From an optimization exercise on the open Yosys and OpenROAD flow, aimed at small area, a short achievable clock period and few clock cycles per item; shortcuts taken in it are not production practice. Function was checked by simulation only, so behaviour that the tests miss may differ from the original. Power is estimated from default activity; no workload was simulated.

## blur_mask_top
module blur_mask_top (
  input  logic                     clock,
  input  logic                     reset,
  input  logic                     pix_write,
  input  logic [4-1:0]     pix_col,
  input  logic [3-1:0]     pix_row,
  input  logic [3*8-1:0] pix_rgb,
  input  logic                     start,
  output logic                     busy,
  output logic                     mask_valid,
  output logic [4-1:0]     mask_col,
  output logic [8-1:0]   mask_bits,
  output logic                     done
);
Size: roughly 2700 cells after synthesis, about 1100 flip-flops, roughly 50 I/O pins.
Settings: LEC_CHECK=0, CAP_MARGIN=20, CORE_MARGIN=2, CORE_UTILIZATION=65, CTS_CLUSTER_DIAMETER=60, CTS_CLUSTER_SIZE=30, PLACE_DENSITY=0.8, SETUP_SLACK_MARGIN=3.8, SLEW_MARGIN=20; clock period 6.0 ns.
run.sh (not shown) runs the stock make flow with config.mk's settings and CLKGATE_MAP_FILE= SYNTH_SCRIPT=/design/flow/synth_recipe.tcl, a recipe that flattens the netlist after the stock synthesis.
Testbench counts at the start, summed over its fixed seeds: cycles 7,056, frames 48.
Change:
Settings changed: CTS_CLUSTER_DIAMETER 60 to 100, SETUP_SLACK_MARGIN 3.8 to 3.2.
Effect:
- The changed run finished clean
- clock-buffer cell count is higher by 8
- cell area is lower by 1.8%
- global-route usage is lower by 0.50 points
- synthesized area does not change
- sequential cell count is unchanged
- routed wire length is lower by 2.4%
Change:
Settings changed: SETUP_SLACK_MARGIN 3.2 to 3.8.
=> The new run completed with no timing, DRC or antenna violations. Cell area is about the same. Sequential power grows by about 0.5%. Global-route usage goes up by 0.11 points. Synthesized area is unchanged. Fmax rises by 20%. Utilization goes up by 0.18 points. Cell count hardly moves. Via count rose by 0.74%. Non-clock buffer count goes up by 12. Clock power went down by about 3%.
Change:
Settings changed: SETUP_SLACK_MARGIN 3.8 to 3.6.
Outcome: The changed run produced a clean layout; global-route usage came out higher by 0.36 points; critical path depth is unchanged; synthesized cell count does not change; cell area came out lower by about 0.3%; power hardly moves; utilization went down by 0.22 points; via count fell by about 0.6%; wire length is about the same.
Change:
Settings changed: SETUP_SLACK_MARGIN 3.6 to 4.0.
Effect:
- The new run finished clean
- sequential cell count does not change
- fmax rose by a few percent
- core utilization rose by 1.1 points
- routed wire length rose slightly
- via count rose slightly
- die area stays the same


Setup of job 101:
The RTL this note starts from:
==> flow/design.v <==
`timescale 1ns/1ns
`default_nettype none
module frame_memory (
  input  logic                                 clock,
  input  logic [16-1:0]               wr_col_n,
  input  logic [8-1:0]               wr_row_n,
  input  logic [6-1:0]               wr_data,
  input  logic [16-1:0]               rd_sel,
  output logic [8*6-1:0]   rd_column
);
  localparam int COL_W = 8 * 6;
  logic [16*COL_W-1:0] storage;
  for (genvar a = 0; a < 16 * 8; a++) begin : g_word
    always_ff @(posedge clock) begin
      if (!wr_col_n[a / 8] && !wr_row_n[a % 8]) begin
        storage[a*6 +: 6] <= wr_data;
      end
    end
  end
  always_comb begin
    rd_column = '0;
    for (int c = 0; c < 16; c++) begin
      rd_column = rd_column | (storage[c*COL_W +: COL_W] & {COL_W{rd_sel[c]}});
    end
  end
endmodule
`default_nettype wire
`timescale 1ns/1ns
`default_nettype none
module pixel_loader (
  input  logic                     clock,
  input  logic                     pix_write,
  input  logic [4-1:0]     pix_col,
  input  logic [3-1:0]     pix_row,
  input  logic [3*8-1:0] pix_rgb,
  output logic [16-1:0]   wr_col_n,
  output logic [8-1:0]   wr_row_n,
  output logic [6-1:0]   wr_data,
  output logic                     taken_col0,
  output logic                     taken_col1,
  output logic                     landing_col0
);
  logic                   taken;
  logic [4-1:0]   taken_col;
  logic [3-1:0]   taken_row;
  logic [5:0]             red;
  logic [6:0]             green;
  logic [5:0]             blue;
  logic [8-1:0] grey;
  always_ff @(posedge clock) begin
    taken     <= pix_write;
    taken_col <= pix_col;
    taken_row <= pix_row;
    red       <= pix_rgb[23:18];
    green     <= pix_rgb[15:9];
    blue      <= pix_rgb[7:2];
  end
  assign grey = 8'(red) + 8'(green) + 8'(blue);
  always_ff @(posedge clock) begin
    for (int c = 0; c < 16; c++) wr_col_n[c] <= !(taken && taken_col == 4'(c));
    for (int r = 0; r < 8; r++) wr_row_n[r] <= !(taken_row == 3'(r));
    wr_data <= grey[8-1:2];
  end
  assign taken_col0   = taken && taken_col == 4'(0);
  assign taken_col1   = taken && taken_col == 4'(1);
  assign landing_col0 = !wr_col_n[0];
endmodule
`default_nettype wire
`timescale 1ns/1ns
`default_nettype none
module column_fetch (
  input  logic                     clock,
  input  logic                     reset,
  input  logic                     start,
  input  logic                     taken_col0,
  input  logic                     taken_col1,
  input  logic                     landing_col0,
  output logic                     busy,
  output logic [16-1:0]   rd_sel,
  output logic                     first_col,
  output logic                     mask_valid,
  output logic [4-1:0]     mask_col,
  output logic                     done
);
  localparam int N = 16;
  logic [N+2:0] sel;
  logic first_d;
  logic last_d;
  logic held_last;
  logic due;
  logic due_d;
  logic held_due;
  assign due = busy && |sel[N:1];
  assign rd_sel    = sel[N-1:0];
  assign first_col = first_d;
  always_ff @(posedge clock) begin
    if (reset) begin
      first_d    <= 1'b1;
      last_d     <= 1'b0;
      held_last  <= 1'b0;
      due_d      <= 1'b0;
      held_due   <= 1'b0;
    end else begin
      due_d      <= due;
      held_due   <= due_d;
      first_d    <= sel[0];
      last_d     <= sel[N];
      held_last  <= last_d;
    end
  end
  logic step;
  logic hold;
  assign step = (busy && !hold) || (start && !taken_col0 && !taken_col1 && !landing_col0);
  always_ff @(posedge clock) begin
    hold <= !reset && !busy && start && taken_col0;
  end
  always_ff @(posedge clock) begin
    sel[0] <= reset || (step ? sel[N+2] : sel[0]);
    for (int i = 1; i <= N + 2; i++) sel[i] <= !reset && step && sel[i-1];
  end
  always_ff @(posedge clock) begin
    if (reset) begin
      busy       <= 1'b0;
      mask_valid <= 1'b0;
      done       <= 1'b0;
    end else if (!busy) begin
      mask_valid <= 1'b0;
      done       <= 1'b0;
      if (start) busy <= 1'b1;
    end else begin
      mask_valid <= held_due;
      done       <= held_due && held_last;
      if (held_due && held_last) busy <= 1'b0;
    end
  end
  logic showing;
  always_ff @(posedge clock) begin
    showing  <= !reset && held_due;
    mask_col <= showing ? mask_col + 1'b1 : '0;
  end
endmodule
`default_nettype wire
`timescale 1ns/1ns
`default_nettype none
module blur_mask_stage (
  input  logic                               clock,
  input  logic [8*6-1:0] column,
  input  logic                               first_col,
  output logic [8-1:0]             mask_bits
);
  localparam int SW = 6;
  localparam logic [5:0] SAT = 6'(32 + 1);
  logic [8*SW-1:0] column_q;
  logic [5:0] side      [8];
  logic [6:0] fold      [8];
  logic [5:0] need      [8];
  logic       passed    [8];
  logic [SW-1:0] q [8+2];
  logic [5:0] side_next [8];
  logic [1:0] extra [8];
  logic [8:0] short [8];
  always_comb begin
    q[0] = '0;
    q[8+1] = '0;
    for (int r = 0; r < 8; r++) q[r+1] = column_q[r*SW +: SW];
    for (int r = 0; r < 8; r++) begin
      side_next[r] = 6'(q[r] >> 2) + 6'(q[r+1] >> 1) + 6'(q[r+2] >> 2);
      extra[r]     = 2'(q[r][1]) + 2'(q[r+1][0]) + 2'(q[r+2][1]);
      short[r]     = 9'(SAT + 2) + {2'b11, ~fold[r]} + {2'b11, ~side[r], 1'b1};
    end
  end
  always_ff @(posedge clock) begin
    column_q <= column;
    for (int r = 0; r < 8; r++) begin
      side[r]      <= side_next[r];
      fold[r]      <= 7'(first_col ? 6'd0 : side[r]) + 7'(extra[r]);
      need[r]      <= short[r][5:0];
      passed[r]    <= short[r][8];
      mask_bits[r] <= passed[r] || (side[r] >= need[r]);
    end
  end
endmodule
`default_nettype wire
`timescale 1ns/1ns
`default_nettype none
module blur_mask_top (
  input  logic                     clock,
  input  logic                     reset,
  input  logic                     pix_write,
  input  logic [4-1:0]     pix_col,
  input  logic [3-1:0]     pix_row,
  input  logic [3*8-1:0] pix_rgb,
  input  logic                     start,
  output logic                     busy,
  output logic                     mask_valid,
  output logic [4-1:0]     mask_col,
  output logic [8-1:0]   mask_bits,
  output logic                     done
);
  logic [16-1:0]              wr_col_n;
  logic [8-1:0]              wr_row_n;
  logic [6-1:0]              wr_data;
  logic                                taken_col0;
  logic                                taken_col1;
  logic                                landing_col0;
  logic [16-1:0]              rd_sel;
  logic                                first_col;
  logic [8*6-1:0]  column;
  pixel_loader loader_i (
    .clock     (clock),
    .pix_write (pix_write),
    .pix_col   (pix_col),
    .pix_row   (pix_row),
    .pix_rgb   (pix_rgb),
    .wr_col_n (wr_col_n),
    .wr_row_n (wr_row_n),
    .wr_data    (wr_data),
    .taken_col0   (taken_col0),
    .taken_col1   (taken_col1),
    .landing_col0 (landing_col0)
  );
  frame_memory memory_i (
    .clock     (clock),
    .wr_col_n (wr_col_n),
    .wr_row_n (wr_row_n),
    .wr_data   (wr_data),
    .rd_sel    (rd_sel),
    .rd_column (column)
  );
  column_fetch fetch_i (
    .clock      (clock),
    .reset      (reset),
    .start      (start),
    .taken_col0   (taken_col0),
    .taken_col1   (taken_col1),
    .landing_col0 (landing_col0),
    .busy       (busy),
    .rd_sel     (rd_sel),
    .first_col  (first_col),
    .mask_valid (mask_valid),
    .mask_col   (mask_col),
    .done       (done)
  );
  blur_mask_stage stage_i (
    .clock     (clock),
    .column    (column),
    .first_col (first_col),
    .mask_bits (mask_bits)
  );
endmodule
`default_nettype wire
Settings: LEC_CHECK=0, CAP_MARGIN=20, CORE_MARGIN=2, CORE_UTILIZATION=70, CTS_CLUSTER_DIAMETER=100, CTS_CLUSTER_SIZE=30, SETUP_SLACK_MARGIN=3.7, SLEW_MARGIN=20; clock period 6.0 ns.
Testbench counts of job 101, summed over its fixed seeds: cycles 7,056, frames 48.
The inputs of job 102 differ from those of job 101 as listed below.
# job 101
export LEC_CHECK = 0
export CAP_MARGIN = 20
export CORE_MARGIN = 2
export CORE_UTILIZATION = 70
export CTS_CLUSTER_DIAMETER = 100
export CTS_CLUSTER_SIZE = 30
export SETUP_SLACK_MARGIN = 3.7
export SLEW_MARGIN = 20
create_clock -name core_clock -period 6.0 [get_ports {clock}]
# job 102
export LEC_CHECK = 0
export CAP_MARGIN = 20
export CORE_MARGIN = 2
export CORE_UTILIZATION = 65
export CTS_CLUSTER_DIAMETER = 100
export CTS_CLUSTER_SIZE = 30
export SETUP_SLACK_MARGIN = 3.8
export SLEW_MARGIN = 20
create_clock -name core_clock -period 6.0 [get_ports {clock}]
==> summary.txt <==
Changes observed in job 102 relative to job 101: number of rows created at floorplan moved up, internal reg-to-reg setup slack moved up, slack of the critical path moved up.
--- input diff job 102..job 103 ---
# job 102
export LEC_CHECK = 0
export CAP_MARGIN = 20
export CORE_MARGIN = 2
export CORE_UTILIZATION = 65
export CTS_CLUSTER_DIAMETER = 100
export CTS_CLUSTER_SIZE = 30
export SETUP_SLACK_MARGIN = 3.8
export SLEW_MARGIN = 20
create_clock -name core_clock -period 6.0 [get_ports {clock}]
# job 103
export LEC_CHECK = 0
export CAP_MARGIN = 20
export CORE_MARGIN = 2
export CORE_UTILIZATION = 65
export CTS_CLUSTER_DIAMETER = 100
export CTS_CLUSTER_SIZE = 30
export SETUP_SLACK_MARGIN = 3.7
export SLEW_MARGIN = 20
create_clock -name core_clock -period 6.0 [get_ports {clock}]
[summary]
In terms of clock skew, job 103 and job 102 differ only marginally. Summary of job 103 over job 102: area of all placed cells without fillers held; final HPWL from detailed placement went up 0.54%; number of nets in the layout held. Job 102 and job 103 ended up with roughly the same worst hold slack. Comparing job 102 and job 103, total power is higher on job 103.
## Diff of input files: job 104 against job 103
# job 103
export LEC_CHECK = 0
export CAP_MARGIN = 20
export CORE_MARGIN = 2
export CORE_UTILIZATION = 65
export CTS_CLUSTER_DIAMETER = 100
export CTS_CLUSTER_SIZE = 30
export SETUP_SLACK_MARGIN = 3.7
export SLEW_MARGIN = 20
create_clock -name core_clock -period 6.0 [get_ports {clock}]
# job 104
export LEC_CHECK = 0
export CAP_MARGIN = 20
export CORE_MARGIN = 2
export CORE_UTILIZATION = 65
export CTS_CLUSTER_DIAMETER = 100
export CTS_CLUSTER_SIZE = 30
export PLACE_DENSITY = 0.8
export SETUP_SLACK_MARGIN = 3.8
export SLEW_MARGIN = 20
create_clock -name core_clock -period 6.0 [get_ports {clock}]
==> comparison <==
- Across job 104 and job 103, the outcome is the same: a clean finish for every run.
- Diff job 103 -> job 104: number of antenna violations at the first check in global routing picked up an extra 3, core utilization saw little to no change.
- From job 103 to job 104, post-synthesis async set-or-reset flop share did not move at all.
- Routed wire in job 104 totals less than in job 103.
- Clock period minus worst slack in job 104 is 0.020 ns below job 103.
- Job 104 -> job 103: clock input transition at the sequential cells of the worst setup and hold paths flat
- Maximum frequency: job 104 vs job 103 up about 0.9%
- Via count of the first global-routing pass of job 104 exceeds that of job 103 by a few percent.

## port drivers added, routing unchanged
Ports are ideal in the flow. The routed layouts listed here were re-timed in OpenROAD.
Step 1: set_driving_cell puts a clkbuf_16 on clock and a buf_2 on each other input, an assumption about the parent block.
Step 2, shift: input delay + t, output delay - t, t = (earliest + latest rising clock arrival at the registers) / 2. This alone moves slack from input paths to output paths.
a / b / c = ideal ports / drivers / drivers and shift; a / b = the first two.
run | t, ns | slack for setup (ns) | clock arrival spread, ns | slew at the worst register clock pin (ns)
the first run of note 1 | 0.688 | 3.691 / 3.631 / 3.444 | 0.045 / 0.045 | 0.11 / 0.11
the second run of note 1 | 0.672 | 3.260 / 3.201 / 3.472 | 0.023 / 0.024 | 0.11 / 0.11
the third run of note 1 | 0.677 | 3.715 / 3.651 / 3.434 | 0.026 / 0.027 | 0.12 / 0.12
the fourth run of note 1 | 0.679 | 3.646 / 3.583 / 3.392 | 0.022 / 0.021 | 0.11 / 0.11
the fifth run of note 1 | 0.681 | 3.700 / 3.636 / 3.473 | 0.034 / 0.034 | 0.11 / 0.11
job 101 | 0.680 | 3.695 / 3.635 / 3.440 | 0.031 / 0.031 | 0.12 / 0.12
job 102 | 0.687 | 3.705 / 3.642 / 3.464 | 0.037 / 0.038 | 0.12 / 0.12
job 103 | 0.688 | 3.698 / 3.633 / 3.469 | 0.037 / 0.037 | 0.11 / 0.11
job 104 | 0.663 | 3.719 / 3.659 / 3.469 | 0.028 / 0.029 | 0.12 / 0.12
After both steps every run listed still meets setup and hold. For the third run of note 1, which loses most, drivers alone change the setup slack by -0.064 ns; drivers and shift together by -0.281 ns.
